Background: an optimization exercise with open tools, aiming at a short achievable clock period and few clock cycles per item. Do not read the settings as production practice. Function was not checked in any run shown here: the RTL went through the layout flow alone. Power figures rest on the tool's default switching activity, not on a simulated workload.

<file path="design/flow/design.v">
`timescale 1ns/100ps
module ks_add16
(
    input  logic [15:0] x,
    input  logic [15:0] y,
    output logic [15:0] s
);
    always_comb begin
        logic [15:0] g, p, gg, pp, ng, np;
        g  = x & y;
        p  = x ^ y;
        gg = g;
        pp = p;
        for (int l = 0; l < 4; l++) begin
            ng = gg;
            np = pp;
            for (int i = 0; i < 16; i++) begin
                if (i >= (1 << l)) begin
                    ng[i] = gg[i] | (pp[i] & gg[i - (1 << l)]);
                    np[i] = pp[i] & pp[i - (1 << l)];
                end
            end
            gg = ng;
            pp = np;
        end
        s = p ^ {gg[14:1], ~(~x[0] | ~y[0]), 1'b0};
    end
endmodule
module cpu_top
(
    input  logic        clk,
    input  logic        reset,
    input  logic [15:0] mem_rdata,
    output logic [15:0] mem_addr,
    output logic        mem_we,
    output logic [15:0] mem_wdata,
    output logic        halted
);
    logic [15:0] regs [8];
    logic        z;
    logic [15:0] ma;       
    logic [15:0] man;      
    logic [15:0] mai;
    logic        we;
    logic [15:0] wd;
    logic        ir_v;
    logic [2:0]  ir_rx;
    logic [15:0] ir_pc;    
    logic [15:0] opa;      
    logic [15:0] opb;      
    logic [15:0] opx;      
    logic [15:0] opy;      
    logic [15:0] imm;      
    logic        c_alu;    
    logic        c_cmp;
    logic        c_mov;
    logic        c_ldi;    
    logic        c_ldic;   
    logic        c_jmp;    
    logic        c_ld;
    logic        c_st;
    logic        f_add;     
    logic        f_sub;     
    logic        f_oth;     
    logic        f_not;
    logic        f_and;
    logic        f_or;
    logic        zs_eq;     
    logic        zs_ff;     
    logic        zs_one;    
    logic        zs_and;
    logic        zs_or;
    logic        zs_add;
    logic        dcyc;
    logic [15:0] ib;        
    logic [15:0] ra;        
    logic [15:0] ra1;       
    logic [15:0] ra2;       
    logic        stale;     
    logic        hlt;       
    logic        run;       
    typedef struct packed {
        logic       halt;
        logic [2:0] rx;
        logic [2:0] ry;
        logic       alu, cmp, mov, ldi, jmp, jz, jnz, ld, st;
        logic       arith, useb, inc, dec, sub, fnot, fand, f_or;
        logic       zeq, zff, zone, zand, zor, zadd;
    } dec_t;
    function automatic dec_t decode(input logic [15:0] w);
        dec_t d;
        logic [5:0] op;
        op = w[15:10];
        d = '0;
        d.rx   = w[9:7];
        d.ry   = w[6:4];
        d.halt = (op == 6'd0);
        d.alu  = (op == 6'd4) || (op == 6'd5) || (op == 6'd6) ||
                 (op == 6'd7) || (op == 6'd8)  || (op == 6'd9) ||
                 (op == 6'd10) || (op == 6'd12);
        d.cmp  = (op == 6'd16);
        d.mov  = (op == 6'd32);
        d.ldi  = (op == 6'd35);
        d.jmp  = (op == 6'd23);
        d.jz   = (op == 6'd24);
        d.jnz  = (op == 6'd25);
        d.ld   = (op == 6'd33);
        d.st   = (op == 6'd37);
        d.arith = (op == 6'd5) || (op == 6'd6) || (op == 6'd10) ||
                  (op == 6'd12) || (op == 6'd16);
        d.useb  = (op == 6'd10) || (op == 6'd12) || (op == 6'd16);
        d.inc   = (op == 6'd5);
        d.dec   = (op == 6'd6);
        d.sub   = (op == 6'd12) || (op == 6'd16);
        d.fnot  = (op == 6'd4);
        d.fand  = (op == 6'd7);
        d.f_or  = (op == 6'd8);
        d.zeq   = (op == 6'd12) || (op == 6'd16) || (op == 6'd9);
        d.zff   = (op == 6'd4) || (op == 6'd5);
        d.zone  = (op == 6'd6);
        d.zand  = (op == 6'd7);
        d.zor   = (op == 6'd8);
        d.zadd  = (op == 6'd10);
        decode = d;
    endfunction
    logic [15:0] sum, logic_res, other_res, alu_res;
    logic        z_new;
    ks_add16 u_add (
        .x (opx),
        .y (opy),
        .s (sum)
    );
    always_comb begin
        if (f_not)      logic_res = ~opa;
        else if (f_and) logic_res = opa & opb;
        else if (f_or)  logic_res = opa | opb;
        else            logic_res = opa ^ opb;
    end
    assign other_res = c_mov ? opb : (c_ldic ? imm : logic_res);
    assign alu_res   = ({16{f_add}} & sum) | ({16{f_sub}} & ~sum) | ({16{f_oth}} & other_res);
    assign z_new = (zs_eq  && (opa == opb)) ||
                   (zs_ff  && (opa == 16'hffff)) ||
                   (zs_one && (opa == 16'h0001)) ||
                   (zs_and && ((opa & opb) == 16'h0000)) ||
                   (zs_or  && ((opa | opb) == 16'h0000)) ||
                   (zs_add && ((opa ^ opb) == {opa[14:0] | opb[14:0], 1'b0}));
    localparam int XC_N = 8;
    localparam int XC_B = 3;
    logic [15:0]        xc_d [XC_N];
    logic [15-XC_B:0]   xc_t [XC_N];
    logic [XC_N-1:0]    xc_v;
    logic x1;           
    logic one_cyc;      
    logic load_rd;      
    logic load_ib;      
    logic load;
    dec_t nd;
    dec_t d_rd, d_ib;
    logic [15:0] la;    
    logic [15:0] ma1, ma2, la1, la2;
    logic        z_next;
    logic        n_jcc, n_hit;
    logic [15:0] n_xd;
    logic [XC_B-1:0] n_idx;
    assign x1      = ir_v && !dcyc;
    assign one_cyc = !(c_ldi || c_jmp || c_ld || c_st);
    assign load_rd = !dcyc && (!ir_v || one_cyc);
    assign load_ib = dcyc && !(c_st && stale);
    assign load    = load_rd || load_ib;
    assign d_rd    = decode(mem_rdata);
    assign d_ib    = decode(ib);
    assign nd      = dcyc ? d_ib : d_rd;
    assign mai     = ~man;
    assign ma1     = mai + 16'd1;
    assign ma2     = mai + 16'd2;
    assign la      = dcyc ? ra : mai;
    assign la1     = dcyc ? ra1 : ma1;
    assign la2     = dcyc ? ra2 : ma2;
    assign z_next  = (x1 && (c_alu || c_cmp)) ? z_new : z;
    logic        hit1_r, hit2_r;      
    logic        hit3_r, hit4_r;      
    logic [15:0] xd1_r, xd2_r, xd3_r, xd4_r;
    logic        seq1, seq2;          
    logic        seq3, seq4;          
    logic        hit_ma;
    logic [15:0] xd_ma;
    logic        ra_hit;
    logic [15:0] ra_xd;
    logic        hit1, hit2, hit3, hit4;
    logic [XC_B-1:0] idx1, idx2, idx3, idx4;
    logic [XC_B-1:0] upd_idx;         
    logic        upd;
    assign hit_ma  = (seq1 && hit1_r) || (seq2 && hit2_r) || (seq3 && hit3_r) || (seq4 && hit4_r);
    assign xd_ma   = seq1 ? xd1_r : (seq2 ? xd2_r : (seq3 ? xd3_r : xd4_r));
    assign n_hit   = dcyc ? ra_hit : hit_ma;
    assign n_xd    = dcyc ? ra_xd : xd_ma;
    assign n_idx   = mai[XC_B-1:0];
    function automatic logic xc_hit(input logic [15:0] adr);
        xc_hit = xc_v[adr[XC_B-1:0]] && (xc_t[adr[XC_B-1:0]] == adr[15:XC_B]);
    endfunction
    assign idx1    = la1[XC_B-1:0];
    assign idx2    = la2[XC_B-1:0];
    assign hit1    = dcyc ? xc_hit(ra1) : xc_hit(ma1);
    assign hit2    = dcyc ? xc_hit(ra2) : xc_hit(ma2);
    assign idx3    = n_xd[XC_B-1:0];
    assign idx4    = mem_rdata[XC_B-1:0];
    assign hit3    = dcyc ? xc_hit(ra_xd) :
                     ((seq1 && xc_hit(xd1_r)) || (seq2 && xc_hit(xd2_r)) ||
                      (seq3 && xc_hit(xd3_r)) || (!seq1 && !seq2 && !seq3 && xc_hit(xd4_r)));
    assign hit4    = xc_hit(mem_rdata);
    assign upd     = x1 && (c_ldi || c_jmp || c_st);
    assign upd_idx = c_st ? opa[XC_B-1:0] - 1'b1 : ir_pc[XC_B-1:0];
    assign n_jcc   = nd.jz || nd.jnz;
    logic        wr_alu;
    logic        wr_mem;
    logic        wb_v;
    logic [2:0]  wb_rx;
    logic [15:0] wb_d;
    assign wr_alu = x1 && (c_alu || c_mov || c_ldic);
    assign wr_mem = (x1 && c_ldi) || (dcyc && c_ld);
    always_ff @(posedge clk or posedge reset) begin
        if (reset) begin
            for (int i = 0; i < 8; i++) regs[i] <= 16'd0;
            wb_v <= 1'b0;
        end else begin
            for (int i = 0; i < 8; i++) begin
                if (wr_mem && ir_rx == 3'(i))
                    regs[i] <= mem_rdata;
                else if (wb_v && wb_rx == 3'(i))
                    regs[i] <= wb_d;
            end
            wb_v <= wr_alu;
        end
    end
    always_ff @(posedge clk) begin
        wb_rx <= ir_rx;
        wb_d  <= alu_res;
    end
    logic [15:0] rd_a, rd_b, rf_a, rf_b;
    logic        fa_alu, fa_mem, fb_alu, fb_mem;
    assign fa_alu = wr_alu && ir_rx == d_rd.rx;
    assign fb_alu = wr_alu && ir_rx == d_rd.ry;
    assign fa_mem = dcyc && c_ld && ir_rx == d_ib.rx;
    assign fb_mem = dcyc && c_ld && ir_rx == d_ib.ry;
    assign rf_a = dcyc ? ((wb_v && wb_rx == d_ib.rx) ? wb_d : regs[d_ib.rx])
                       : ((wb_v && wb_rx == d_rd.rx) ? wb_d : regs[d_rd.rx]);
    assign rf_b = dcyc ? ((wb_v && wb_rx == d_ib.ry) ? wb_d : regs[d_ib.ry])
                       : ((wb_v && wb_rx == d_rd.ry) ? wb_d : regs[d_rd.ry]);
    assign rd_a = fa_alu ? alu_res : (fa_mem ? mem_rdata : rf_a);
    assign rd_b = fb_alu ? alu_res : (fb_mem ? mem_rdata : rf_b);
    logic [15:0] ma_j;      
    logic [15:0] ma_nj;     
    logic        s1_nj;     
    logic        s2_nj;     
    assign s1_nj = load ? !(nd.jmp && n_hit) && !(nd.ldi && n_hit) : (!dcyc && c_ldi);
    assign s2_nj = load && !(nd.jmp && n_hit) && (nd.ldi && n_hit);
    logic        s3_nj;     
    assign s3_nj = load && nd.jmp && n_hit;
    logic        sel_j;
    logic        taken;
    logic [15:0] ma_jt;
    logic [15:0] ma_t, ma_n;
    logic [15:0] ma_d;
    assign sel_j = load && n_jcc;
    assign taken = z_next ^ nd.jnz;
    assign ma_jt = n_hit ? n_xd : la1;
    assign ma_t  = sel_j ? ma_jt : ma_nj;
    assign ma_n  = sel_j ? la2 : ma_nj;
    assign ma_d  = taken ? ma_t : ma_n;
    always_comb begin
        if (load) begin
            if (nd.jmp && n_hit)
                ma_nj = n_xd;
            else if (nd.ldi && n_hit)
                ma_nj = la2;
            else
                ma_nj = la1;
        end else if (dcyc) begin
            ma_nj = ra;
        end else if (c_ldi) begin
            ma_nj = ma1;
        end else if (c_jmp) begin
            ma_nj = mem_rdata;
        end else if (c_ld) begin
            ma_nj = opb;
        end else begin
            ma_nj = opa;
        end
    end
    always_ff @(posedge clk or posedge reset) begin
        if (reset) begin
            z     <= 1'b0;
            ma    <= 16'h0000;
            man   <= ~16'h0000;
            seq1  <= 1'b0;
            seq2  <= 1'b0;
            seq3  <= 1'b0;
            seq4  <= 1'b0;
            hit1_r <= 1'b0;
            hit2_r <= 1'b0;
            hit3_r <= 1'b0;
            hit4_r <= 1'b0;
            we    <= 1'b0;
            ir_v  <= 1'b0;
            dcyc  <= 1'b0;
            hlt   <= 1'b0;
            run   <= 1'b1;
            xc_v  <= '0;
        end else begin
            if (x1 && (c_alu || c_cmp))
                z <= z_new;
            ma   <= ma_d;
            man  <= ~ma_d;
            seq1 <= taken ? ((sel_j && !n_hit) || (!sel_j && s1_nj)) : (!sel_j && s1_nj);
            seq2 <= taken ? (!sel_j && s2_nj) : (sel_j || s2_nj);
            seq3 <= taken ? ((sel_j && n_hit) || (!sel_j && s3_nj)) : (!sel_j && s3_nj);
            seq4 <= !load && !dcyc && !c_ldi && c_jmp;
            hit1_r <= hit1 && !(upd && upd_idx == idx1);
            hit2_r <= hit2 && !(upd && upd_idx == idx2);
            hit3_r <= hit3 && !(upd && upd_idx == idx3);
            hit4_r <= hit4 && !(upd && upd_idx == idx4);
            we   <= x1 && c_st && run;
            dcyc <= x1 && (c_ld || c_st);
            if (load) begin
                ir_v <= taken ? !nd.halt && !((nd.jmp || n_jcc) && n_hit)
                              : !nd.halt && !n_jcc && !(nd.jmp && n_hit);
                if (nd.halt) begin
                    hlt <= 1'b1;
                    run <= 1'b0;
                end
            end else begin
                ir_v <= 1'b0;
            end
            if (x1 && (c_ldi || c_jmp))
                xc_v[ir_pc[XC_B-1:0]] <= 1'b1;
            if (x1 && c_st)
                xc_v[opa[XC_B-1:0] - 1'b1] <= 1'b0;
        end
    end
    always_ff @(posedge clk) begin
        if (load) begin
            ir_rx   <= nd.rx;
            c_ld    <= nd.ld;
            c_st    <= nd.st;
        end
        begin
            ir_pc   <= la;
            opa     <= rd_a;
            opb     <= rd_b;
            opx     <= rd_a ^ {16{nd.sub}};
            opy     <= nd.useb ? rd_b : {{15{nd.dec}}, nd.dec | nd.inc};
            imm     <= n_xd;
            c_alu   <= nd.alu;
            c_cmp   <= nd.cmp;
            c_mov   <= nd.mov;
            c_ldi   <= nd.ldi && !n_hit;
            c_ldic  <= nd.ldi && n_hit;
            c_jmp   <= nd.jmp || n_jcc;
            f_add   <= nd.arith && !nd.sub;
            f_sub   <= nd.sub;
            f_oth   <= !nd.arith;
            f_not   <= nd.fnot;
            f_and   <= nd.fand;
            f_or    <= nd.f_or;
            zs_eq   <= nd.zeq;
            zs_ff   <= nd.zff;
            zs_one  <= nd.zone;
            zs_and  <= nd.zand;
            zs_or   <= nd.zor;
            zs_add  <= nd.zadd;
        end
        xd1_r <= xc_d[idx1];
        xd2_r <= xc_d[idx2];
        xd3_r <= xc_d[idx3];
        xd4_r <= xc_d[idx4];
        if (x1 && (c_ld || c_st)) begin
            ib    <= mem_rdata;
            ra    <= mai;
            ra1   <= ma1;
            ra2   <= ma2;
            stale <= (opa == mai);
            ra_xd <= xd_ma;
            ra_hit <= hit_ma && !(c_st && upd_idx == n_idx);
        end
        if (x1 && c_st)
            wd <= opb;
        if (x1 && (c_ldi || c_jmp)) begin
            xc_d[ir_pc[XC_B-1:0]] <= mem_rdata;
            xc_t[ir_pc[XC_B-1:0]] <= ir_pc[15:XC_B];
        end
    end
    assign mem_addr  = ma;
    assign mem_we    = we;
    assign mem_wdata = wd;
    assign halted    = hlt;
endmodule
</file>
<file path="design/flow/run.sh">
#!/bin/bash
# synth_recipe.tcl (not shown) runs the flow's synth.tcl, then flattens the netlist and writes it again
# the make line also repeats each setting of config.mk as NAME=value (left out here)
make -C /OpenROAD-flow-scripts/flow DESIGN_CONFIG=/design/flow/config.mk WORK_HOME=/design/flow/orfs CLKGATE_MAP_FILE= SYNTH_SCRIPT=/design/flow/synth_recipe.tcl finish
</file>
<file path="design/flow/config.mk">
export PLATFORM = sky130hd
export DESIGN_NAME = cpu_top
export DESIGN_NICKNAME = cpu_top
export VERILOG_FILES = /design/flow/design.v
export SDC_FILE = /design/flow/constraint.sdc
export NUM_CORES = 4
export LEC_CHECK = 0
export CAP_MARGIN = 20
export CORE_MARGIN = 2
export CORE_UTILIZATION = 50
export GPL_ROUTABILITY_DRIVEN = 0
export SETUP_SLACK_MARGIN = 5
export SLEW_MARGIN = 20
export SYNTH_HIERARCHICAL = 1
</file>
<file path="design/flow/constraint.sdc">
create_clock -name core_clock -period 8.0 [get_ports {clk}]
set_input_delay 1.6000 -clock core_clock [delete_from_list [all_inputs] [get_ports {clk}]]
set_output_delay 1.6000 -clock core_clock [all_outputs]
set_load 0.01 [all_outputs]
</file>
==> results of run 1 <==
[report_power, final]
| part | switching [mW] | total, mW | internal [mW] | leakage [nW] |
|---|---|---|---|---|
| Sequential | 2.10 | 7.41 | 5.32 | 6.83 |
| Combinational | 7.60 | 13.7 | 6.13 | 12.9 |
| Clock | 1.69 | 4.03 | 2.34 | 1.39 |
| Total | 11.4 | 25.2 | 13.8 | 21.1 |
[how the worst min path moves through the flow]
stage,start,endpoint,slack [ns],depth (start not counted)
global placement,hlt,hlt,0.46,1
detailed placement,hlt,hlt,0.46,1
CTS,hlt,hlt,0.47,1
floorplan,ir_rx[0],wb_rx[0],0.35,0
global route,hlt,hlt,0.48,1
finish,hlt,hlt,0.46,1
[per-module statistics from Yosys (local to each module, per instance)]
module / copies in the design / cells / area [um^2] / flip-flops and latches
cpu_top: 1 / 4139 / 47900 / 717
ks_add16: 1 / 90 / 687 / 0
[per-stage QoR]
step	power [mW]	hold slack (ns)
floorplan	15.1	0.346
finish	25.2	0.461
global placement	19.3	0.455
CTS	24.0	0.467
global route	26.0	0.477
detailed placement	19.4	0.459
[metal layers]
layer / vias up / track usage / wire length [um]
met4: 0 / 0.148 / 9380
met1: 19800 / 0.534 / 73400
li1: 16300 / - / -
met2: 3090 / 0.536 / 81100
met3: 503 / 0.114 / 27500
met5: - / 0 / 0
[worst reg2reg max path, stage by stage (launching register included)]
cell	delay (ns)
dfstp_4	0.68
inv_1	0.17
ha_4	0.25
xor2_2	0.12
buf_4	0.45
mux2i_2	0.47
xnor2_1	0.15
nor4_2	0.46
a31oi_1	0.21
a21oi_1	0.19
[synth_stat cells (all sizes together) (54+ instances only)]
cell type,n
a21oi,193
buf,149
clkbuf,245
dfrtp,166
dfxtp,204
edfxtp,330
ha,59
inv,117
mux2,114
mux2i,406
mux4,436
nand2,373
nand4,54
nor2,220
o21ai,223
xnor2,122
xor2,142
[what timing repair did]
action	4_1_cts	5_1_grt
endpoints found under the setup margin	539	179
pin swaps	62	88
gates cloned	17	9
buffers inserted	72	62
gates resized for setup	325	171
[cell type report]
class / instances / share of cell area
Inverter: 117 / 0.00836
Sequential cell: 717 / 0.328
Clock inverter: 46 / 0.00852
Tap cell: 1276 / 0.0280
Multi-Input combinational cell: 3009 / 0.524
Timing Repair Buffer: 310 / 0.0611
Clock buffer: 110 / 0.0417
Antenna cell: 1 / 0.0000439
[cell families (layout without fill, tap and decap cells)]
kind of cell    after synthesis  after routing  synth area share
mux                         956            957             0.313
simple gates                902            909            0.0871
compound gates              819            819             0.111
flops                       717            717             0.383
buf+inv                     511            583            0.0432
xor+xnor                    264            264            0.0479
fa+ha+maj                    60             60            0.0156
other cells                   0              1                 0
==> impl_metrics.toml, run 1 <==
[sta]
hold_viol_final = 0
finalCritPeriodShare = 0.403
max_slew_margin = 0.218
slew_violations = 0
tightest_slew_ns = 1.14
setup-tns-final_ns = 0
setup_ws_ns = 4.78
fin_skew_ns = 0.0348
fmax_ghz = 0.310
layout_min_cycle_time_ns = 3.22
setup_violations = 0
grt_setup_unrepaired = "yes"

[synth]
seq_area_frac_synth = 0.383
ys_types = 96
syn-instance-count = 4229
ys_ff_latch = 717
synth_top_area_frac = 0.204
syn_nets = 4307
yosys.area.top_type = "edfxtp_1"
netlist_area_um2 = 48600
synthArstFlopShare = 0.255
syn_avg_cell_area_um2 = 11.5
synth-edff-count = 330
synth.area.top_cells = "edfxtp_1 (20%), mux4_2 (20%), dfrtp_1 (8.6%), dfxtp_1 (8.4%), mux2i_1 (8.3%)"
synth_flop_cell = "edfxtp_1"
ys_warn_count = 9

[status]
outcome = "no timing/DRC/antenna violations"

[clock_tree]
cts_tree = "done"
postCtsHoldBufs = 0
insertion_delay_ns = 0.68
cts_buffers = 84
cts_sinks = 717
ctsLongestPathBuffers = 3
ctsHtreeMaxLevel = 3
cts_root_buf = "clkbuf_16"
path_clk_slew_ns = 0.06

[floorplanning]
num_rows = 114
die_w_um = 316
core_um2 = 96400
initial_core_util = 0.504
dieArea_um2 = 99600
die_h_um = 316
boundaryPins = 52

[place]
dpl.cell_count = 5268
hpwl_mm = 120
pre_cts_slack_ns = 3.18
placed_area_um2 = 50400
portBuffers = 51

[grt]
gr-total-overflow = 0
antenna_found_initial = 3
track_usage = 0.375
grt_pass1_wl_mm = 270
grt_pass1_vias = 36300
grt_max_degree = 68

[setup_path]
critical_path_depth = 9
path_delay_family = "flip-flops"
critPathMaxFanout = 18
endpoint = "hit1_r"
crit_path_cell_trace = "inv_1 -> ha_4 -> xor2_2 -> buf_4 -> mux2i_2 -> xnor2_1 -> nor4_2 -> a31oi_1 -> a21oi_1"
r2r.worst_path.cells = 9
cp.required_ns = 8.59
ff2ff_setup_slack_ns = 4.78
end_kind = "register"
worst_r2r_startpoint = "man[0]"
critPathBufInv = 2
crit_path_start_kind = "register"
cpPeakStageDelay_ns = 0.68
reg2reg_to = "hit1_r"
worstSetupPathType = "reg -> reg"
worstSetupStartpoint = "man[0]"
cp_slowest_cell = "dfstp_4"
crit_arrival_ns = 3.81

[route]
via_per_inst = 7.11
wl_per_cell_um = 34.3
drt_iter0_drc = 6086
wirelength_mm = 191
dr.pass1.iters = 8
post-route-drc-count = 0
ant_nets = 0
dr_total_vias = 39700

[power]
powerDensity_nw_per_um2 = 442
leakagePower_nw = 21.1
vdd_drop_max_mv = 0.240

[layout]
nets = 4317
layout_common_cells = "mux4_2 (436), mux2i_1 (366), nand2_1 (363)"
fin_cells = 5586
n_fill_cell = 7822
finish.utilization = 0.591
ff_latch_area_um2 = 18700
multiInputGateArea_um2 = 29900
fin_area_um2 = 57000
drive_gt1_frac = 0.310
final_common_cell = "mux4_2"
syn2layout_area_growth_pct = 17.4

[hold_path]
hp-class = "reg -> reg"

[run]
drv_cap = 0
==> inputs of run 2 (changes only) <==
--- a/design/flow/design.v
+++ b/design/flow/design.v
@@ -59,6 +59,11 @@
     logic        c_jmp;    
     logic        c_ld;
     logic        c_st;
+    logic        c_ovl;    
+    logic [15:0] ovl_w;    
+    logic [15:0] ovl_a;    
+    logic        ld_wr;    
+    logic [2:0]  ld_rx;    
     logic        f_add;     
     logic        f_sub;     
     logic        f_oth;     
@@ -86,6 +91,7 @@
         logic       alu, cmp, mov, ldi, jmp, jz, jnz, ld, st;
         logic       arith, useb, inc, dec, sub, fnot, fand, f_or;
         logic       zeq, zff, zone, zand, zor, zadd;
+        logic       simple;    
     } dec_t;
     function automatic dec_t decode(input logic [15:0] w);
         dec_t d;
@@ -121,6 +127,7 @@
         d.zand  = (op == 6'd7);
         d.zor   = (op == 6'd8);
         d.zadd  = (op == 6'd10);
+        d.simple = !(d.halt || d.ldi || d.jmp || d.jz || d.jnz || d.ld || d.st);
         decode = d;
     endfunction
     logic [15:0] sum, logic_res, other_res, alu_res;
@@ -153,23 +160,28 @@
     logic one_cyc;      
     logic load_rd;      
     logic load_ib;      
-    logic load;
+    logic lseq;         
+    logic ovsel;        
+    logic stale_i2;     
     dec_t nd;
-    dec_t d_rd, d_ib;
+    dec_t d_rd, d_ib, d_ov, d_nx;
     logic [15:0] la;    
     logic [15:0] ma1, ma2, la1, la2;
     logic        z_next;
     logic        n_jcc, n_hit;
     logic [15:0] n_xd;
     logic [XC_B-1:0] n_idx;
-    assign x1      = ir_v && !dcyc;
+    assign x1      = ir_v;
     assign one_cyc = !(c_ldi || c_jmp || c_ld || c_st);
     assign load_rd = !dcyc && (!ir_v || one_cyc);
-    assign load_ib = dcyc && !(c_st && stale);
-    assign load    = load_rd || load_ib;
+    assign load_ib = dcyc && !stale;
+    assign lseq    = load_rd || load_ib;
+    assign ovsel   = x1 && (c_ld || c_st) && c_ovl;
+    assign stale_i2 = c_st && c_ovl && (opa == ovl_a);
     assign d_rd    = decode(mem_rdata);
     assign d_ib    = decode(ib);
-    assign nd      = dcyc ? d_ib : d_rd;
+    assign d_ov    = decode(ovl_w);
+    assign nd      = dcyc ? d_ib : (ovsel ? d_ov : d_rd);
     assign mai     = ~man;
     assign ma1     = mai + 16'd1;
     assign ma2     = mai + 16'd2;
@@ -208,23 +220,34 @@
                      ((seq1 && xc_hit(xd1_r)) || (seq2 && xc_hit(xd2_r)) ||
                       (seq3 && xc_hit(xd3_r)) || (!seq1 && !seq2 && !seq3 && xc_hit(xd4_r)));
     assign hit4    = xc_hit(mem_rdata);
-    assign upd     = x1 && (c_ldi || c_jmp || c_st);
-    assign upd_idx = c_st ? opa[XC_B-1:0] - 1'b1 : ir_pc[XC_B-1:0];
+    logic        fill, inval;
+    logic [XC_B-1:0] fill_idx, inval_idx;
+    assign fill      = x1 && (c_ldi || c_jmp || ((c_ld || c_st) && !c_ovl));
+    assign fill_idx  = ir_pc[XC_B-1:0];
+    assign inval     = x1 && c_st;
+    assign inval_idx = opa[XC_B-1:0] - 1'b1;
+    function automatic logic xc_upd(input logic [XC_B-1:0] idx);
+        xc_upd = (fill && fill_idx == idx) || (inval && inval_idx == idx);
+    endfunction
     assign n_jcc   = nd.jz || nd.jnz;
+    logic        ovl_ok;
+    assign d_nx    = decode(n_xd);
+    assign ovl_ok  = (nd.ld || nd.st) && n_hit && d_nx.simple &&
+                     !(nd.ld && (d_nx.rx == nd.rx || d_nx.ry == nd.rx));
     logic        wr_alu;
     logic        wr_mem;
     logic        wb_v;
     logic [2:0]  wb_rx;
     logic [15:0] wb_d;
     assign wr_alu = x1 && (c_alu || c_mov || c_ldic);
-    assign wr_mem = (x1 && c_ldi) || (dcyc && c_ld);
+    assign wr_mem = (x1 && c_ldi) || (dcyc && ld_wr);
     always_ff @(posedge clk or posedge reset) begin
         if (reset) begin
             for (int i = 0; i < 8; i++) regs[i] <= 16'd0;
             wb_v <= 1'b0;
         end else begin
             for (int i = 0; i < 8; i++) begin
-                if (wr_mem && ir_rx == 3'(i))
+                if ((x1 && c_ldi && ir_rx == 3'(i)) || (dcyc && ld_wr && ld_rx == 3'(i)))
                     regs[i] <= mem_rdata;
                 else if (wb_v && wb_rx == 3'(i))
                     regs[i] <= wb_d;
@@ -238,40 +261,41 @@
     end
     logic [15:0] rd_a, rd_b, rf_a, rf_b;
     logic        fa_alu, fa_mem, fb_alu, fb_mem;
-    assign fa_alu = wr_alu && ir_rx == d_rd.rx;
-    assign fb_alu = wr_alu && ir_rx == d_rd.ry;
-    assign fa_mem = dcyc && c_ld && ir_rx == d_ib.rx;
-    assign fb_mem = dcyc && c_ld && ir_rx == d_ib.ry;
-    assign rf_a = dcyc ? ((wb_v && wb_rx == d_ib.rx) ? wb_d : regs[d_ib.rx])
-                       : ((wb_v && wb_rx == d_rd.rx) ? wb_d : regs[d_rd.rx]);
-    assign rf_b = dcyc ? ((wb_v && wb_rx == d_ib.ry) ? wb_d : regs[d_ib.ry])
-                       : ((wb_v && wb_rx == d_rd.ry) ? wb_d : regs[d_rd.ry]);
+    assign fa_alu = wr_alu && (dcyc ? ir_rx == d_ib.rx : ir_rx == d_rd.rx);
+    assign fb_alu = wr_alu && (dcyc ? ir_rx == d_ib.ry : ir_rx == d_rd.ry);
+    assign fa_mem = dcyc && ld_wr && ld_rx == d_ib.rx;
+    assign fb_mem = dcyc && ld_wr && ld_rx == d_ib.ry;
+    function automatic logic [15:0] rf_rd(input logic [2:0] r);
+        rf_rd = (wb_v && wb_rx == r) ? wb_d : regs[r];
+    endfunction
+    assign rf_a = dcyc ? rf_rd(d_ib.rx) : (ovsel ? rf_rd(d_ov.rx) : rf_rd(d_rd.rx));
+    assign rf_b = dcyc ? rf_rd(d_ib.ry) : (ovsel ? rf_rd(d_ov.ry) : rf_rd(d_rd.ry));
     assign rd_a = fa_alu ? alu_res : (fa_mem ? mem_rdata : rf_a);
     assign rd_b = fb_alu ? alu_res : (fb_mem ? mem_rdata : rf_b);
     logic [15:0] ma_j;      
     logic [15:0] ma_nj;     
     logic        s1_nj;     
     logic        s2_nj;     
-    assign s1_nj = load ? !(nd.jmp && n_hit) && !(nd.ldi && n_hit) : (!dcyc && c_ldi);
-    assign s2_nj = load && !(nd.jmp && n_hit) && (nd.ldi && n_hit);
+    assign s1_nj = lseq ? !(nd.jmp && n_hit) && !(nd.ldi && n_hit) && !ovl_ok : (!dcyc && c_ldi);
+    assign s2_nj = lseq && !(nd.jmp && n_hit) && ((nd.ldi && n_hit) || ovl_ok);
     logic        s3_nj;     
-    assign s3_nj = load && nd.jmp && n_hit;
+    assign s3_nj = lseq && nd.jmp && n_hit;
     logic        sel_j;
     logic        taken;
     logic [15:0] ma_jt;
     logic [15:0] ma_t, ma_n;
     logic [15:0] ma_d;
-    assign sel_j = load && n_jcc;
+    assign sel_j = lseq && n_jcc;
     assign taken = z_next ^ nd.jnz;
     assign ma_jt = n_hit ? n_xd : la1;
     assign ma_t  = sel_j ? ma_jt : ma_nj;
     assign ma_n  = sel_j ? la2 : ma_nj;
     assign ma_d  = taken ? ma_t : ma_n;
     always_comb begin
-        if (load) begin
+        if (lseq) begin
             if (nd.jmp && n_hit)
                 ma_nj = n_xd;
-            else if (nd.ldi && n_hit)
+            else if ((nd.ldi && n_hit) || ovl_ok)
                 ma_nj = la2;
             else
                 ma_nj = la1;
@@ -314,14 +338,14 @@
             seq1 <= taken ? ((sel_j && !n_hit) || (!sel_j && s1_nj)) : (!sel_j && s1_nj);
             seq2 <= taken ? (!sel_j && s2_nj) : (sel_j || s2_nj);
             seq3 <= taken ? ((sel_j && n_hit) || (!sel_j && s3_nj)) : (!sel_j && s3_nj);
-            seq4 <= !load && !dcyc && !c_ldi && c_jmp;
-            hit1_r <= hit1 && !(upd && upd_idx == idx1);
-            hit2_r <= hit2 && !(upd && upd_idx == idx2);
-            hit3_r <= hit3 && !(upd && upd_idx == idx3);
-            hit4_r <= hit4 && !(upd && upd_idx == idx4);
+            seq4 <= !lseq && !dcyc && !c_ldi && c_jmp;
+            hit1_r <= hit1 && !xc_upd(idx1);
+            hit2_r <= hit2 && !xc_upd(idx2);
+            hit3_r <= hit3 && !xc_upd(idx3);
+            hit4_r <= hit4 && !xc_upd(idx4);
             we   <= x1 && c_st && run;
             dcyc <= x1 && (c_ld || c_st);
-            if (load) begin
+            if (lseq) begin
                 ir_v <= taken ? !nd.halt && !((nd.jmp || n_jcc) && n_hit)
                               : !nd.halt && !n_jcc && !(nd.jmp && n_hit);
                 if (nd.halt) begin
@@ -329,22 +353,25 @@
                     run <= 1'b0;
                 end
             end else begin
-                ir_v <= 1'b0;
+                ir_v <= ovsel && !stale_i2;
             end
-            if (x1 && (c_ldi || c_jmp))
-                xc_v[ir_pc[XC_B-1:0]] <= 1'b1;
-            if (x1 && c_st)
-                xc_v[opa[XC_B-1:0] - 1'b1] <= 1'b0;
+            if (fill)
+                xc_v[fill_idx] <= 1'b1;
+            if (inval)
+                xc_v[inval_idx] <= 1'b0;
         end
     end
     always_ff @(posedge clk) begin
-        if (load) begin
+        begin
             ir_rx   <= nd.rx;
             c_ld    <= nd.ld;
             c_st    <= nd.st;
-        end
-        begin
-            ir_pc   <= la;
+            c_ovl   <= ovl_ok;
+            ovl_w   <= n_xd;
+            ovl_a   <= la1;
+            ld_wr   <= x1 && c_ld;
+            ld_rx   <= ir_rx;
+            ir_pc   <= ovsel ? ovl_a : la;
             opa     <= rd_a;
             opb     <= rd_b;
             opx     <= rd_a ^ {16{nd.sub}};
@@ -375,18 +402,18 @@
         xd4_r <= xc_d[idx4];
         if (x1 && (c_ld || c_st)) begin
             ib    <= mem_rdata;
-            ra    <= mai;
+            ra    <= stale_i2 ? ovl_a : mai;
             ra1   <= ma1;
             ra2   <= ma2;
-            stale <= (opa == mai);
+            stale <= c_st && (stale_i2 || opa == mai);
             ra_xd <= xd_ma;
-            ra_hit <= hit_ma && !(c_st && upd_idx == n_idx);
+            ra_hit <= hit_ma && !xc_upd(n_idx);
         end
         if (x1 && c_st)
             wd <= opb;
-        if (x1 && (c_ldi || c_jmp)) begin
-            xc_d[ir_pc[XC_B-1:0]] <= mem_rdata;
-            xc_t[ir_pc[XC_B-1:0]] <= ir_pc[15:XC_B];
+        if (fill) begin
+            xc_d[fill_idx] <= mem_rdata;
+            xc_t[fill_idx] <= ir_pc[15:XC_B];
         end
     end
     assign mem_addr  = ma;
--- a/design/flow/config.mk
+++ b/design/flow/config.mk
@@ -7,8 +7,7 @@
 export LEC_CHECK = 0
 export CAP_MARGIN = 20
 export CORE_MARGIN = 2
-export CORE_UTILIZATION = 50
-export GPL_ROUTABILITY_DRIVEN = 0
+export CORE_UTILIZATION = 40
 export SETUP_SLACK_MARGIN = 5
 export SLEW_MARGIN = 20
 export SYNTH_HIERARCHICAL = 1
==> impl_metrics.toml, run 2 <==
[status]
outcome = "no timing/DRC/antenna violations"

[floorplanning]
core_um2 = 131000
die_h_um = 367
dieArea_um2 = 135000
num_rows = 133
boundaryPins = 52
die_w_um = 367
initial_core_util = 0.402

[clock_tree]
ctsLongestPathBuffers = 3
path_clk_slew_ns = 0.06
postCtsHoldBufs = 0
ctsHtreeMaxLevel = 3
insertion_delay_ns = 0.73
cts_buffers = 86
cts_tree = "done"
cts_root_buf = "clkbuf_16"
cts_sinks = 736

[synth]
synth_flop_cell = "edfxtp_1"
synth_most_common_cell = "nand2_1"
synthArstFlopShare = 0.249
synth_top_area_frac = 0.186
ys_types = 98
yosys.area.top_type = "edfxtp_1"
ys_ff_latch = 736
syn-instance-count = 5024
syn_nets = 5101
seq_area_frac_synth = 0.359
ys_warn_count = 9
yosys-top-cells-count = "nand2_1 (515), mux2i_1 (430), mux4_2 (420)"
synth.area.top_cells = "edfxtp_1 (19%), mux4_2 (18%), dfxtp_1 (8.6%), mux2i_1 (8.2%), dfrtp_1 (7.9%)"
synth-edff-count = 326
netlist_area_um2 = 52700
syn_avg_cell_area_um2 = 10.5

[layout]
fin_area_um2 = 64200
final_common_cell = "nand2_1"
syn2layout_area_growth_pct = 21.8
drive_gt1_frac = 0.305
finish.utilization = 0.490
layout_common_cells = "nand2_1 (504), mux4_2 (420), mux2i_1 (382)"
nets = 5158

[setup_path]
crit_path_start_kind = "register"
critPathMaxFanout = 7
crit_arrival_ns = 3.74
cpPeakStageDelay_ns = 0.46
cp_slowest_cell = "or4_4"
cp.required_ns = 8.58
crit_path_cell_trace = "ha_4 -> nor4_4 -> nand4_1 -> or4_4 -> a41oi_4 -> nor2_4 -> xor2_4 -> buf_6 -> o31a_4 -> o22a_1 -> o221a_4"
worstSetupPathType = "reg -> reg"
end_kind = "register"

[grt]
gr-total-overflow = 0
grt_max_degree = 127
grt_pass1_vias = 44400
grt_pass1_wl_mm = 331
track_usage = 0.338
antenna_found_initial = 10

[place]
pre_cts_slack_ns = 2.70
gp_congestion = 1.01
placed_area_um2 = 55500
portBuffers = 51
hpwl_mm = 147

[sta]
setup_ws_ns = 4.84
setup-tns-final_ns = 0
max_slew_margin = 0.194
grt_setup_unrepaired = "yes"
layout_min_cycle_time_ns = 3.16
fin_skew_ns = 0.0375
setup_violations = 0
slew_violations = 0
fmax_ghz = 0.316
finalCritPeriodShare = 0.396
tightest_slew_ns = 1.21
hold_viol_final = 0

[route]
wl_met2_mm = 101
wirelength_mm = 237
via_per_inst = 6.92
post-route-drc-count = 0
ant_nets = 0
met3_length_mm = 31.5
met1_length_mm = 87.2
wl_per_cell_um = 34.3
highest_layer = "met5"
dr.pass1.iters = 8
dr_total_vias = 47900
drt_iter0_drc = 7531

[power]
p_total_mw = 22.7
leakagePower_nw = 23.4
vdd_drop_max_mv = 0.234
powerDensity_nw_per_um2 = 353

[hold_path]
hp-class = "reg -> reg"

[run]
drv_cap = 0
==> run 2: cell count changes in the layout (fill, tap and decap cells not counted), moves of 28 or more <==
| cell | change |
|---|---|
| nand2_1 | +141 |
| o21ai_0 | +127 |
| nand3_1 | +115 |
| buf_4 | +67 |
| a221oi_1 | +32 |
| nor2b_1 | +32 |
| o22ai_1 | +28 |
==> run 2: kinds of logic after synthesis <==
family / Yosys count / synth area share
buffers and inverters: 611 / 0.0459
DFF: 736 / 0.359
AOI/OAI and AO/OA: 1115 / 0.136
muxes: 976 / 0.288
and+or+nand+nor: 1231 / 0.108
adders and majority gates: 59 / 0.0141
xor gates and xnor gates: 296 / 0.0491
==> run 2: modules after synthesis (local to each module, per instance) <==
module    cells inside  cell area (um^2)  flops+latches
cpu_top           4934             52100            736
ks_add16            90               687              0
==> run 2: critical path: cells and delay by family, from the launching register on <==
kind                       cells  cell delay, ns
buffers and inverters          1            0.15
xor gates and xnor gates       1            0.21
DFF                            1            0.40
adders and majority gates      1            0.19
AOI/OAI and AO/OA              4            1.08
and+or+nand+nor                4            0.98
==> run 2: layout make-up <==
type                       count  area, um^2
sequential                   736       19100
tap                         1755        2200
antenna                        7        17.5
inverter                     146         626
fill                       11800       66900
clock buffer                 133        2640
timing repair buffer         424        4950
clock inverter                27         280
multi-input combinational   3686       34400
timing repair inverter         1        7.51
==> run 2: power breakdown <==
group          switching, mW  total (mW)  internal [mW]
combinational           6.47        11.6           5.10
sequential              1.95        6.98           5.03
clock                   1.73        4.14           2.41
==> run 2: worst paths after layout <==
kind | from | to | slack, ns | cells past startpoint
min in group asynchronous | reset | regs[7][1] | 1.38 | 3
worst min register to register | ir_rx[2] | ld_rx[2] | 0.43 | 0
max in group asynchronous | reset | regs[1][9] | 5.34 | 4
worst max register to register | opa[13] | ma[8] | 4.84 | 11
worst max-delay path | opa[13] | ma[8] | 4.84 | 11
worst min-delay path | ir_rx[2] | ld_rx[2] | 0.43 | 0
==> run 2: per-stage QoR <==
| stage | hold slack (ns) | cells |
|---|---|---|
| floorplan | 0.326 | 5024 |
| global placement | 0.445 | 6509 |
| detailed placement | 0.449 | 6509 |
| CTS | 0.420 | 6818 |
| global route | 0.446 | 6908 |
| finish | 0.428 | 6915 |
==> run 2: routing by layer <==
metal	vias to the layer above	global-route usage
met5	-	0
met4	6	0.194
met3	1005	0.104
met2	3947	0.498
met1	23600	0.438
li1	19300	-
==> run 2: what timing repair did <==
action,in CTS,in global routing
buffers inserted,120,83
pin swaps,84,105
gates cloned,29,7
resized for setup,552,202
endpoints found under the setup margin,246,183
==> inputs of run 3 (changes only) <==
--- a/design/flow/config.mk
+++ b/design/flow/config.mk
@@ -7,7 +7,7 @@
 export LEC_CHECK = 0
 export CAP_MARGIN = 20
 export CORE_MARGIN = 2
-export CORE_UTILIZATION = 40
+export CORE_UTILIZATION = 55
 export SETUP_SLACK_MARGIN = 5
 export SLEW_MARGIN = 20
 export SYNTH_HIERARCHICAL = 1
==> impl_metrics.toml, run 3 <==
[sta]
fin_skew_ns = 0.0526
setup_violations = 0
tightest_slew_ns = 1.10
finalCritPeriodShare = 0.419
hold_viol_final = 0
layout_min_cycle_time_ns = 3.35
setup-tns-final_ns = 0
grt_setup_unrepaired = "yes"
slew_violations = 0
fmax_ghz = 0.299
max_slew_margin = 0.264

[route]
wl_per_cell_um = 36.7
dr_total_vias = 47700
drt_iter0_drc = 7946
via_per_inst = 7.47
wirelength_mm = 234
dr.pass1.iters = 6
ant_nets = 0
post-route-drc-count = 0

[synth]
synth.area.top_cells = "edfxtp_1 (19%), mux4_2 (18%), dfxtp_1 (8.6%), mux2i_1 (8.2%), dfrtp_1 (7.9%)"
synth_compound_area_frac = 0.136
syn_nets = 5101
netlist_area_um2 = 52700
synth_top_area_frac = 0.186
synth_xor_area_frac = 0.0491
yosys.area.top_type = "edfxtp_1"
synth_top_family_by_area = "multiplexers"
synth_flop_cell = "edfxtp_1"
seq_area_frac_synth = 0.359
synth-edff-count = 326
muxShareOfSynthArea = 0.288
ys_types = 98
ys_warn_count = 9
synth_fa_ha_area_frac = 0.0141
syn_avg_cell_area_um2 = 10.5
ys_ff_latch = 736
syn-instance-count = 5024
synth_most_common_cell = "nand2_1"
synthArstFlopShare = 0.249
yosys-top-cells-count = "nand2_1 (515), mux2i_1 (430), mux4_2 (420)"
synthSimpleGateAreaFrac = 0.108

[setup_path]
worstSetupPathType = "reg -> reg"
worstSetupStartpoint = "opb[12]"
cpPeakStageDelay_ns = 0.53
critPathMaxFanout = 13
worst_r2r_startpoint = "opb[12]"
crit_path_start_kind = "register"
ff2ff_setup_slack_ns = 4.65
endpoint = "man[4]"
r2r.worst_path.cells = 12
end_kind = "register"
cp_slowest_cell = "or4_4"
crit_path_cell_trace = "ha_1 -> nor4_1 -> nand4_1 -> or4_4 -> a41oi_4 -> nor2_4 -> buf_4 -> a311oi_2 -> o21a_4 -> inv_8 -> and3_4 -> a211o_1"
cp.required_ns = 8.61
reg2reg_to = "man[4]"
crit_arrival_ns = 3.96

[clock_tree]
ctsHtreeMaxLevel = 3
postCtsHoldBufs = 0
insertion_delay_ns = 0.72
path_clk_slew_ns = 0.06
ctsLongestPathBuffers = 3
cts_sinks = 736
cts_buffers = 85
cts_root_buf = "clkbuf_16"
cts_tree = "done"

[floorplanning]
initial_core_util = 0.555
dieArea_um2 = 98400
core_um2 = 95000
boundaryPins = 52
num_rows = 113
die_h_um = 314
die_w_um = 314

[run]
drv_cap = 0

[hold_path]
hp-class = "reg -> reg"

[place]
gp_congestion = 1.02
placed_area_um2 = 54800
hpwl_mm = 147
portBuffers = 51

[layout]
layout_common_cells = "nand2_1 (505), mux4_2 (420), mux2i_1 (382)"
fin_area_um2 = 62700
n_fill_cell = 7353
syn2layout_area_growth_pct = 18.9
drive_gt1_frac = 0.294
final_common_cell = "nand2_1"
nets = 5120

[grt]
grt_max_degree = 131
grt_pass1_vias = 44200
track_usage = 0.465
antenna_found_initial = 10
gr-total-overflow = 0
grt_pass1_wl_mm = 328

[power]
vdd_drop_max_mv = 0.248
leakagePower_nw = 23.1
p_total_mw = 22.4
powerDensity_nw_per_um2 = 357

[status]
outcome = "no timing/DRC/antenna violations"
==> run 3: worst min path at each step <==
stage          cells after the start  endpoint      from  slack, ns
2_1_floorplan                      0  ld_rx[0]  ir_rx[0]       0.33
3_3_place_gp                       0  ld_rx[2]  ir_rx[2]       0.44
3_5_place_dp                       0  ld_rx[2]  ir_rx[2]       0.44
4_1_cts                            0  ld_rx[2]  ir_rx[2]       0.47
5_1_grt                            0  ld_rx[2]  ir_rx[2]       0.48
6_report                           0  ld_rx[2]  ir_rx[2]       0.46
==> run 3: critical path, delay by kind of cell (launching register included) <==
family	cells	cell delay [ns]
compound gates	4	1.10
fa+ha+maj	1	0.20
buf+inv	2	0.24
flops	1	0.38
simple gates	5	1.31
==> run 3: metrics by stage <==
stage               setup slack (ns)  cells  utilization  hold slack, ns
floorplan                       4.06   5024            -           0.326
global placement                2.86   6008        0.576           0.441
detailed placement              2.80   6008        0.576           0.440
CTS                             4.82   6295        0.641           0.473
global route                    4.66   6378        0.660           0.483
finish                          4.65   6382        0.660           0.461
==> run 3: cells by family (layout without fill, tap and decap cells) <==
family / Yosys count / count (layout)
compound gates: 1115 / 1117
flops: 736 / 736
fa+ha+maj: 59 / 59
simple gates: 1231 / 1233
xor+xnor: 296 / 296
buf+inv: 611 / 696
mux: 976 / 976
other cells: 0 / 4
==> run 3: report_power, final <==
part | leakage, nW | internal (mW) | switching, mW
Sequential | 6.84 | 5.03 | 2.07
Combinational | 14.9 | 4.96 | 6.27
Clock | 1.40 | 2.28 | 1.77
==> run 3: timing repair <==
item,4_1_cts,5_1_grt
resized for setup,473,211
setup buffers,107,71
endpoints found under the setup margin,223,162
pin swaps,68,102
cloned,23,12
==> run 3: routing by layer <==
layer,routed length (um),global-route usage
met4,21800,0.333
met1,81600,0.589
met3,29500,0.124
met2,101000,0.691
met5,51,0
==> run 3: cell type report <==
type	count	area [um^2]	share of cell area
Multi-Input combinational cell	3681	33900	0.541
Timing Repair Buffer	393	4610	0.0735
Inverter	146	639	0.0102
Clock buffer	119	2420	0.0386
Antenna cell	4	10.0	0.000160
Clock inverter	38	474	0.00756
Tap cell	1265	1580	0.0252
Sequential cell	736	19100	0.304
==> run 3: modules after synthesis (local to each module, per instance) <==
module | cells | area [um^2] | copies in the design
cpu_top | 4934 | 52100 | 1
ks_add16 | 90 | 687 | 1
==> inputs of run 4 (changes only) <==
--- a/design/flow/design.v
+++ b/design/flow/design.v
@@ -38,8 +38,7 @@
 );
     logic [15:0] regs [8];
     logic        z;
-    logic [15:0] ma;       
-    logic [15:0] man;      
+    logic [15:0] ma;
     logic [15:0] mai;
     logic        we;
     logic [15:0] wd;
@@ -182,7 +181,7 @@
     assign d_ib    = decode(ib);
     assign d_ov    = decode(ovl_w);
     assign nd      = dcyc ? d_ib : (ovsel ? d_ov : d_rd);
-    assign mai     = ~man;
+    assign mai     = ma;
     assign ma1     = mai + 16'd1;
     assign ma2     = mai + 16'd2;
     assign la      = dcyc ? ra : mai;
@@ -315,7 +314,6 @@
         if (reset) begin
             z     <= 1'b0;
             ma    <= 16'h0000;
-            man   <= ~16'h0000;
             seq1  <= 1'b0;
             seq2  <= 1'b0;
             seq3  <= 1'b0;
@@ -334,7 +332,6 @@
             if (x1 && (c_alu || c_cmp))
                 z <= z_new;
             ma   <= ma_d;
-            man  <= ~ma_d;
             seq1 <= taken ? ((sel_j && !n_hit) || (!sel_j && s1_nj)) : (!sel_j && s1_nj);
             seq2 <= taken ? (!sel_j && s2_nj) : (sel_j || s2_nj);
             seq3 <= taken ? ((sel_j && n_hit) || (!sel_j && s3_nj)) : (!sel_j && s3_nj);
--- a/design/flow/config.mk
+++ b/design/flow/config.mk
@@ -7,7 +7,7 @@
 export LEC_CHECK = 0
 export CAP_MARGIN = 20
 export CORE_MARGIN = 2
-export CORE_UTILIZATION = 55
+export CORE_UTILIZATION = 40
 export SETUP_SLACK_MARGIN = 5
 export SLEW_MARGIN = 20
 export SYNTH_HIERARCHICAL = 1
==> impl_metrics.toml, run 4 <==
[place]
hpwl_mm = 148
dpl.cell_count = 6832
portBuffers = 51
placed_area_um2 = 55500
gp_congestion = 1.02
pre_cts_slack_ns = 2.70

[power]
vdd_drop_max_mv = 0.266
powerDensity_nw_per_um2 = 359
leakagePower_nw = 23.6
p_total_mw = 22.8

[synth]
synth.area.top_cells = "edfxtp_1 (18%), mux4_2 (16%), dfxtp_1 (8.5%), mux2i_1 (8.4%), dfrtp_1 (7.8%)"
syn_avg_cell_area_um2 = 9.85
seq_area_frac_synth = 0.347
synthArstFlopShare = 0.232
ys_ff_latch = 720
synth_top_area_frac = 0.184
syn-instance-count = 5410
synth_most_common_cell = "nand2_1"
yosys-top-cells-count = "nand2_1 (778), mux2i_1 (447), mux4_2 (375)"
ys_types = 91
synth-edff-count = 326
ys_warn_count = 9
netlist_area_um2 = 53300
syn_nets = 5487
yosys.area.top_type = "edfxtp_1"
synth_flop_cell = "edfxtp_1"

[clock_tree]
cts_sinks = 720
cts_root_buf = "clkbuf_16"
cts_tree = "done"
postCtsHoldBufs = 0
cts_buffers = 86
ctsHtreeMaxLevel = 3
insertion_delay_ns = 0.75
path_clk_slew_ns = 0.06
ctsLongestPathBuffers = 3

[sta]
layout_min_cycle_time_ns = 3.17
setup-tns-final_ns = 0
setup_ws_ns = 4.83
finalCritPeriodShare = 0.396
tightest_slew_ns = 1.24
max_slew_margin = 0.163
hold_viol_final = 0
hold_slack_ns = 0.420
slew_violations = 0
grt_setup_unrepaired = "yes"
fin_skew_ns = 0.0468
setup_violations = 0
fmax_ghz = 0.316

[layout]
n_fill_cell = 12000
syn2layout_area_growth_pct = 19.1
ff_latch_area_um2 = 18700
multiInputGateArea_um2 = 34200
drive_gt1_frac = 0.255
fin_cells = 7230
finish.utilization = 0.482
layout_common_cells = "nand2_1 (772), mux2i_1 (398), mux4_2 (375)"
final_common_cell = "nand2_1"
nets = 5473
fin_area_um2 = 63500

[hold_path]
hp-class = "reg -> reg"
hold_start = "ir_rx[2]"
whs_endpoint = "ld_rx[2]"
min_path_cells = 0

[floorplanning]
num_rows = 133
die_h_um = 369
core_um2 = 132000
dieArea_um2 = 136000
die_w_um = 369
boundaryPins = 52
initial_core_util = 0.404

[setup_path]
end_kind = "register"
cpPeakStageDelay_ns = 0.35
cp_slowest_cell = "a31o_2"
critPathMaxFanout = 7
ff2ff_setup_slack_ns = 4.83
worstSetupPathType = "in -> reg"
crit_path_cell_trace = "buf_16 -> buf_16 -> xnor2_2 -> nand4_1 -> buf_4 -> mux2_4 -> nor2_1 -> nor2_1 -> a31o_2 -> mux2_4 -> xnor2_2"
worst_r2r_startpoint = "ma[0]"
crit_arrival_ns = 3.77
r2r.worst_path.cells = 10
cp.required_ns = 8.60
crit_path_start_kind = "input port"
reg2reg_to = "hit1_r"

[grt]
grt_max_degree = 67
antenna_found_initial = 12
track_usage = 0.344
gr-total-overflow = 0
grt_pass1_wl_mm = 341
grt_pass1_vias = 46300

[route]
wl_per_cell_um = 33.5
dr_total_vias = 49600
ant_nets = 0
dr.pass1.iters = 7
post-route-drc-count = 0
wirelength_mm = 242
via_per_inst = 6.86
drt_iter0_drc = 8780

[status]
outcome = "no timing/DRC/antenna violations"

[run]
drv_cap = 0
[run 4: changes by cell type in the layout (fill, tap and decap cells not counted), sizes merged, moves of 35 or more]
| cell | previous run | this run |
|---|---|---|
| a211oi | 82 | 42 |
| mux4 | 420 | 375 |
| nand2 | 515 | 779 |
| nand3 | 147 | 307 |
| nand2b | 35 | 70 |
[run 4: per-layer routing]
layer / up-vias / wire [um] / GRT usage
met1: 24300 / 89500 / 0.450
met3: 948 / 33400 / 0.109
li1: 20200 / - / -
met5: - / 78 / 0
met2: 4105 / 103000 / 0.502
met4: 12 / 16700 / 0.192
[run 4: logic make-up after synthesis]
| logic type | Yosys count | share of synthesized area |
|---|---|---|
| muxes | 917 | 0.262 |
| AOI/OAI and AO/OA | 1085 | 0.134 |
| DFF | 720 | 0.347 |
| adders and majority gates | 59 | 0.0140 |
| and+or+nand+nor | 1685 | 0.144 |
| xor gates and xnor gates | 298 | 0.0490 |
| buffers and inverters | 646 | 0.0488 |
[run 4: layout make-up]
type,instances,share of cell area
Clock buffer,105,0.0376
Inverter,134,0.00926
Clock inverter,57,0.00849
Multi-Input combinational cell,4047,0.539
Antenna cell,5,0.000197
Sequential cell,720,0.294
Timing Repair Buffer,406,0.0770
Timing Repair inverter,1,0.0000788
Tap cell,1755,0.0346
[run 4: per-module statistics from Yosys, one instance, submodules excluded]
module | cells inside | cell area (um^2) | copies in the design
cpu_top | 5320 | 52600 | 1
ks_add16 | 90 | 687 | 1
[run 4: worst max-delay path by stage]
stage,startpoint,end
5_1_grt,ma[1],hit1_r
3_5_place_dp,mem_rdata[11],seq1
3_3_place_gp,mem_rdata[11],seq1
2_1_floorplan,reset,dcyc
4_1_cts,ma[0],hit1_r
6_report,mem_rdata[7],opx[10]
[run 4: critical path: cells and delay by family]
kind	cells	cell delay [ns]
AO/OA/AOI/OAI	1	0.35
XOR/XNOR	2	0.28
AND/OR/NAND/NOR	3	0.35
buffers and inverters	3	0.51
multiplexers	2	0.65
[run 4: timing repair]
action                                  in CTS  in global routing
endpoints found under the setup margin     569                184
setup buffers                              133                 66
hold endpoints to repair                     0                  0
gates resized for setup                    467                219
cloned                                      26                  6
pin swaps                                   44                 74
[run 4: report_power, final]
group / switching [mW] / internal [mW] / total (mW)
Combinational: 6.90 / 5.00 / 11.9
Sequential: 1.85 / 4.88 / 6.73
Clock: 1.80 / 2.34 / 4.14
Total: 10.6 / 12.2 / 22.8
==> inputs of run 5 (changes only) <==
--- a/design/flow/design.v
+++ b/design/flow/design.v
@@ -38,7 +38,8 @@
 );
     logic [15:0] regs [8];
     logic        z;
-    logic [15:0] ma;
+    logic [15:0] ma;       
+    logic [15:0] man;      
     logic [15:0] mai;
     logic        we;
     logic [15:0] wd;
@@ -181,7 +182,7 @@
     assign d_ib    = decode(ib);
     assign d_ov    = decode(ovl_w);
     assign nd      = dcyc ? d_ib : (ovsel ? d_ov : d_rd);
-    assign mai     = ma;
+    assign mai     = ~man;
     assign ma1     = mai + 16'd1;
     assign ma2     = mai + 16'd2;
     assign la      = dcyc ? ra : mai;
@@ -314,6 +315,7 @@
         if (reset) begin
             z     <= 1'b0;
             ma    <= 16'h0000;
+            man   <= ~16'h0000;
             seq1  <= 1'b0;
             seq2  <= 1'b0;
             seq3  <= 1'b0;
@@ -332,6 +334,7 @@
             if (x1 && (c_alu || c_cmp))
                 z <= z_new;
             ma   <= ma_d;
+            man  <= ~ma_d;
             seq1 <= taken ? ((sel_j && !n_hit) || (!sel_j && s1_nj)) : (!sel_j && s1_nj);
             seq2 <= taken ? (!sel_j && s2_nj) : (sel_j || s2_nj);
             seq3 <= taken ? ((sel_j && n_hit) || (!sel_j && s3_nj)) : (!sel_j && s3_nj);
--- a/design/flow/config.mk
+++ b/design/flow/config.mk
@@ -8,6 +8,7 @@
 export CAP_MARGIN = 20
 export CORE_MARGIN = 2
 export CORE_UTILIZATION = 40
+export PLACE_DENSITY = 0.7
 export SETUP_SLACK_MARGIN = 5
 export SLEW_MARGIN = 20
 export SYNTH_HIERARCHICAL = 1
==> impl_metrics.toml, run 5 <==
[synth]
synthArstFlopShare = 0.249
synth_top_area_frac = 0.186
ys_warn_count = 9
synth_flop_cell = "edfxtp_1"
netlist_area_um2 = 52700
synth.area.top_cells = "edfxtp_1 (19%), mux4_2 (18%), dfxtp_1 (8.6%), mux2i_1 (8.2%), dfrtp_1 (7.9%)"
syn-instance-count = 5024
seq_area_frac_synth = 0.359
yosys-top-cells-count = "nand2_1 (515), mux2i_1 (430), mux4_2 (420)"
yosys.area.top_type = "edfxtp_1"
syn_avg_cell_area_um2 = 10.5
synth-edff-count = 326
ys_types = 98
ys_ff_latch = 736
synth_most_common_cell = "nand2_1"
syn_nets = 5101

[status]
so_faults = "max-capacitance violations, max-slew violations"
outcome = "finished with violations"

[route]
post-route-drc-count = 0
ant_nets = 0
dr.pass1.iters = 9
wl_per_cell_um = 33.7
wirelength_mm = 233
via_per_inst = 6.98
dr_total_vias = 48200
drt_iter0_drc = 8417

[sta]
setup_violations = 0
grt_setup_unrepaired = "yes"
max_slew_margin = -0.0403
setup_ws_ns = 4.72
hold_viol_final = 0
finalCritPeriodShare = 0.410
setup-tns-final_ns = 0
tightest_slew_ns = 1.55
fin_skew_ns = 0.0328
slew_violations = 19
layout_min_cycle_time_ns = 3.28
fmax_ghz = 0.305

[setup_path]
cpPeakStageDelay_ns = 0.53
path_common_cell = "buf_4"
crit_path_cell_trace = "buf_12 -> buf_4 -> ha_1 -> nand4_1 -> nor4_1 -> a31oi_4 -> a41oi_4 -> nor2_4 -> xor2_4 -> buf_4 -> o31a_4 -> o22a_1 -> o211a_1"
crit_arrival_ns = 3.87
critPathBufInv = 3
worstSetupPathType = "reg -> reg"
end_kind = "register"
worstSetupStartpoint = "opa[0]"
path_delay_family = "compound AO/OA/AOI/OAI gates"
crit_path_start_kind = "register"
cp_slowest_cell = "nor4_1"
critPathMaxFanout = 6
cp.required_ns = 8.59
worst_r2r_startpoint = "opa[0]"

[floorplanning]
initial_core_util = 0.402
dieArea_um2 = 135000
die_h_um = 367
core_um2 = 131000
boundaryPins = 52
die_w_um = 367
num_rows = 133

[layout]
syn2layout_area_growth_pct = 21.1
fin_cells = 6910
final_common_cell = "nand2_1"
n_fill_cell = 11600
nets = 5163
drive_gt1_frac = 0.306
layout_common_cells = "nand2_1 (504), mux4_2 (420), mux2i_1 (387)"

[power]
powerDensity_nw_per_um2 = 351
vdd_drop_max_mv = 0.264
leakagePower_nw = 23.4

[clock_tree]
cts_tree = "done"
path_clk_slew_ns = 0.06
ctsHtreeMaxLevel = 3
cts_buffers = 82
ctsLongestPathBuffers = 3
insertion_delay_ns = 0.73
cts_root_buf = "clkbuf_16"
cts_sinks = 736

[grt]
grt_pass1_vias = 45000
gr-total-overflow = 0
track_usage = 0.330
grt_max_degree = 74
grt_pass1_wl_mm = 327
antenna_found_initial = 8

[place]
gp_congestion = 1.02
portBuffers = 51
pre_cts_slack_ns = 2.89
hpwl_mm = 143
dpl.cell_count = 6504

[hold_path]
hold_start = "ir_rx[2]"
hp-class = "reg -> reg"

[run]
drv_cap = 1
-- run 5: metal layers --
layer / share of wire / global-route usage / wire length (um) / vias to the layer above
li1: - / - / - / 19300
met1: 0.35 / 0.411 / 80800 / 23500
met2: 0.42 / 0.480 / 98300 / 4308
met3: 0.15 / 0.121 / 34800 / 1139
met4: 0.081 / 0.212 / 18900 / 14
met5: 0.00094 / 0.0103 / 219 / -
-- run 5: cell families after synthesis --
logic type	Yosys count	share of synthesized area
buf+inv	611	0.0459
xor+xnor	296	0.0491
simple gates	1231	0.108
compound gates	1115	0.136
fa+ha+maj	59	0.0141
mux	976	0.288
flops	736	0.359
-- run 5: path summary, 6_finish.rpt --
| check | end | slack, ns | cells after the start |
|---|---|---|---|
| max | ma[11] | 4.72 | 13 |
| min | ld_rx[2] | 0.43 | 0 |
| max reg2reg | ma[11] | 4.72 | 13 |
| min reg2reg | ld_rx[2] | 0.43 | 0 |
| max in group asynchronous | dcyc | 5.22 | 4 |
| min in group asynchronous | regs[4][1] | 1.18 | 2 |
-- run 5: report_power, final --
part | switching, mW | leakage [nW] | internal (mW)
logic | 6.48 | 15.2 | 5.06
clock network | 1.72 | 1.30 | 2.19
registers | 1.94 | 6.84 | 5.03
-- run 5: metrics by stage --
| stage | utilization | area, um^2 | total power [mW] | hold slack, ns |
|---|---|---|---|---|
| floorplan | - | 53800 | 12.9 | 0.326 |
| global route | 0.487 | 63900 | 23.0 | 0.442 |
| finish | 0.487 | 63900 | 22.4 | 0.434 |
| CTS | 0.469 | 61500 | 21.1 | 0.437 |
| global placement | 0.423 | 55400 | 16.3 | 0.435 |
| detailed placement | 0.423 | 55400 | 16.4 | 0.428 |
-- run 5: modules after synthesis (local to each module, per instance) --
module,copies in the design,area (um^2)
ks_add16,1,687
cpu_top,1,52100
-- run 5: repair_timing --
item,4_1_cts,5_1_grt
pin swaps,61,123
gates resized for setup,478,272
gates cloned,24,11
endpoints found under the setup margin,301,152
hold buffers,0,0
buffers inserted,128,90
-- run 5: cell type report --
type | count | area (um^2) | share of cell area
flip-flops and latches | 736 | 19100 | 0.299
clock inverters | 43 | 438 | 0.00686
diodes | 2 | 5.00 | 0.0000784
well taps | 1755 | 2200 | 0.0344
repair inverters | 2 | 10.0 | 0.000157
multi-input cells | 3681 | 34300 | 0.537
clock buffers | 108 | 2240 | 0.0351
inverters | 146 | 663 | 0.0104
repair buffers | 437 | 4970 | 0.0778
==> inputs of run 6 (changes only) <==
--- a/design/flow/config.mk
+++ b/design/flow/config.mk
@@ -6,9 +6,9 @@
 export NUM_CORES = 4
 export LEC_CHECK = 0
 export CAP_MARGIN = 20
+export CELL_PAD_IN_SITES_DETAIL_PLACEMENT = 1
 export CORE_MARGIN = 2
-export CORE_UTILIZATION = 40
-export PLACE_DENSITY = 0.7
+export CORE_UTILIZATION = 45
 export SETUP_SLACK_MARGIN = 5
 export SLEW_MARGIN = 20
 export SYNTH_HIERARCHICAL = 1
==> impl_metrics.toml, run 6 <==
[power]
netSwitchingPower_mw = 10.8
vdd_drop_max_mv = 0.331
netSwitchingFraction = 0.460
combPwrFrac = 0.516
clockPowerShare = 0.182
leakagePower_nw = 23.6

[synth]
syn_avg_cell_area_um2 = 10.5
syn-instance-count = 5024
synth.area.top_cells = "edfxtp_1 (19%), mux4_2 (18%), dfxtp_1 (8.6%), mux2i_1 (8.2%), dfrtp_1 (7.9%)"
synth_top_area_frac = 0.186
synth_most_common_cell = "nand2_1"
synth_compound_area_frac = 0.136
seq_area_frac_synth = 0.359
synthSimpleGateAreaFrac = 0.108
yosys-top-cells-count = "nand2_1 (515), mux2i_1 (430), mux4_2 (420)"
syn_nets = 5101
yosys.area.top_type = "edfxtp_1"
synth_xor_area_frac = 0.0491

[clock_tree]
ctsHtreeMaxLevel = 3
insertion_delay_ns = 0.74
ctsLongestPathBuffers = 3
cts_tree = "done"
path_clk_slew_ns = 0.06
cts_root_buf = "clkbuf_16"
cts_buffers = 87

[layout]
finish.utilization = 0.553
nets = 5174
layout_common_cells = "nand2_1 (503), mux4_2 (420), mux2i_1 (383)"

[place]
hpwl_mm = 157
portBuffers = 51
pre_cts_slack_ns = 2.50
gp_congestion = 1.02

[setup_path]
crit_path_cell_trace = "buf_16 -> mux4_2 -> mux2i_2 -> xor2_1 -> nand4_1 -> or4_1 -> and4_1 -> o32a_1 -> nor3_2"
worstSetupPathType = "reg -> reg"
cpPeakStageDelay_ns = 0.63
reg2reg_to = "hit3_r"
crit_arrival_ns = 3.94
r2r.worst_path.cells = 9
path_delay_family = "multiplexers"
critPathBufInv = 1
end_kind = "register"
cp_slowest_cell = "mux2i_2"
crit_path_start_kind = "register"

[grt]
grt_pass1_vias = 49100
antenna_found_initial = 13
grt_max_degree = 120
grt_pass1_wl_mm = 362

[route]
highest_layer = "met5"
wirelength_mm = 262
wl_met2_mm = 113
dr_total_vias = 49800
wl_per_cell_um = 39.0
dr.pass1.iters = 7

[sta]
fmax_ghz = 0.302
setup_ws_ns = 4.69
hold_viol_final = 0
grt_setup_unrepaired = "yes"
finalCritPeriodShare = 0.414
setup-tns-final_ns = 0
max_slew_margin = 0.223
setup_violations = 0
layout_min_cycle_time_ns = 3.31

[hold_path]
min_path_cells = 0
hp-class = "reg -> reg"

[floorplanning]
core_um2 = 116000
boundaryPins = 52
die_h_um = 346
die_w_um = 346
num_rows = 125

[status]
outcome = "no timing/DRC/antenna violations"
run 6: cell count changes in the layout (fill, tap and decap cells not counted), moves of 6 or more:
cell / change
nor4_2: +8
ha_4: +8
buf_4: -11
dfxtp_2: -6
xnor2_1: -6
buf_6: +15
ha_1: -9
a21oi_1: +6
run 6: cells by family (layout without fill, tap and decap cells):
| group | count (synthesis) | after routing |
|---|---|---|
| AND/OR/NAND/NOR | 1231 | 1234 |
| AO/OA/AOI/OAI | 1115 | 1117 |
| multiplexers | 976 | 976 |
| flip-flops | 736 | 736 |
| buffers and inverters | 611 | 753 |
| XOR/XNOR | 296 | 296 |
| adder cells (fa/ha/maj) | 59 | 59 |
| other | 0 | 4 |
run 6: area by class of cell:
cell class                      instances  area (um^2)
Inverter                              146          644
Clock inverter                         37          395
Clock buffer                          126         2570
Timing Repair Buffer                  444         5130
Antenna cell                            4         10.0
Sequential cell                       736        19100
Fill cell                           11800        51900
Tap cell                             1524         1910
Multi-Input combinational cell       3682        34500
run 6: Yosys stat by module, one instance, submodules excluded:
module | cells inside | cell area (um^2) | flip-flops and latches
ks_add16 | 90 | 687 | 0
cpu_top | 4934 | 52100 | 736
run 6: stage by stage:
| stage | cell area [um^2] | hold slack [ns] | instances |
|---|---|---|---|
| final | 64300 | 0.459 | 6699 |
| after global routing | 64300 | 0.454 | 6695 |
| after CTS | 61800 | 0.444 | 6582 |
| after detailed placement | 55200 | 0.436 | 6278 |
| after global placement | 55200 | 0.446 | 6276 |
| after floorplan | 53800 | 0.326 | 5024 |
run 6: worst max path at each step:
stage | to | slack [ns] | depth (start not counted) | start
floorplan | dcyc | 4.06 | 1 | reset
global placement | man[6] | 2.59 | 11 | mem_rdata[13]
detailed placement | man[4] | 2.50 | 11 | mem_rdata[13]
CTS | man[1] | 4.85 | 12 | opa[9]
global route | hit3_r | 4.65 | 9 | xd3_r[0]
finish | hit3_r | 4.69 | 9 | xd3_r[0]
run 6: repair_timing:
item / CTS / global route
gates resized for setup: 513 / 289
pin swaps: 68 / 135
endpoints found under the setup margin: 354 / 282
setup buffers: 112 / 105
endpoints found under the hold margin: 0 / 0
hold buffers: 0 / 0
gates cloned: 29 / 6
run 6: power by group through the flow:
stage | combinational (mW) | clock, mW | sequential [mW]
global route | 12.5 | 4.41 | 7.09
CTS | 10.9 | 4.27 | 6.90
detailed placement | 9.90 | 0 | 6.94
floorplan | 7.13 | 0 | 5.75
global placement | 9.61 | 0 | 6.92
finish | 12.1 | 4.27 | 7.11
run 6: layer usage:
layer | global-route usage | vias up
met3 | 0.134 | 1310
li1 | - | 19300
met1 | 0.506 | 25100
met4 | 0.300 | 10
met2 | 0.618 | 4058
met5 | 0.00520 | -

Check on run 6: ideal ports give 4.686 ns setup slack; a clkbuf_16 on the clock port and buf_2 on the inputs give 4.686 ns; moving port delays by the midpoint clock arrival (0.802 ns) as well gives 3.884 ns.
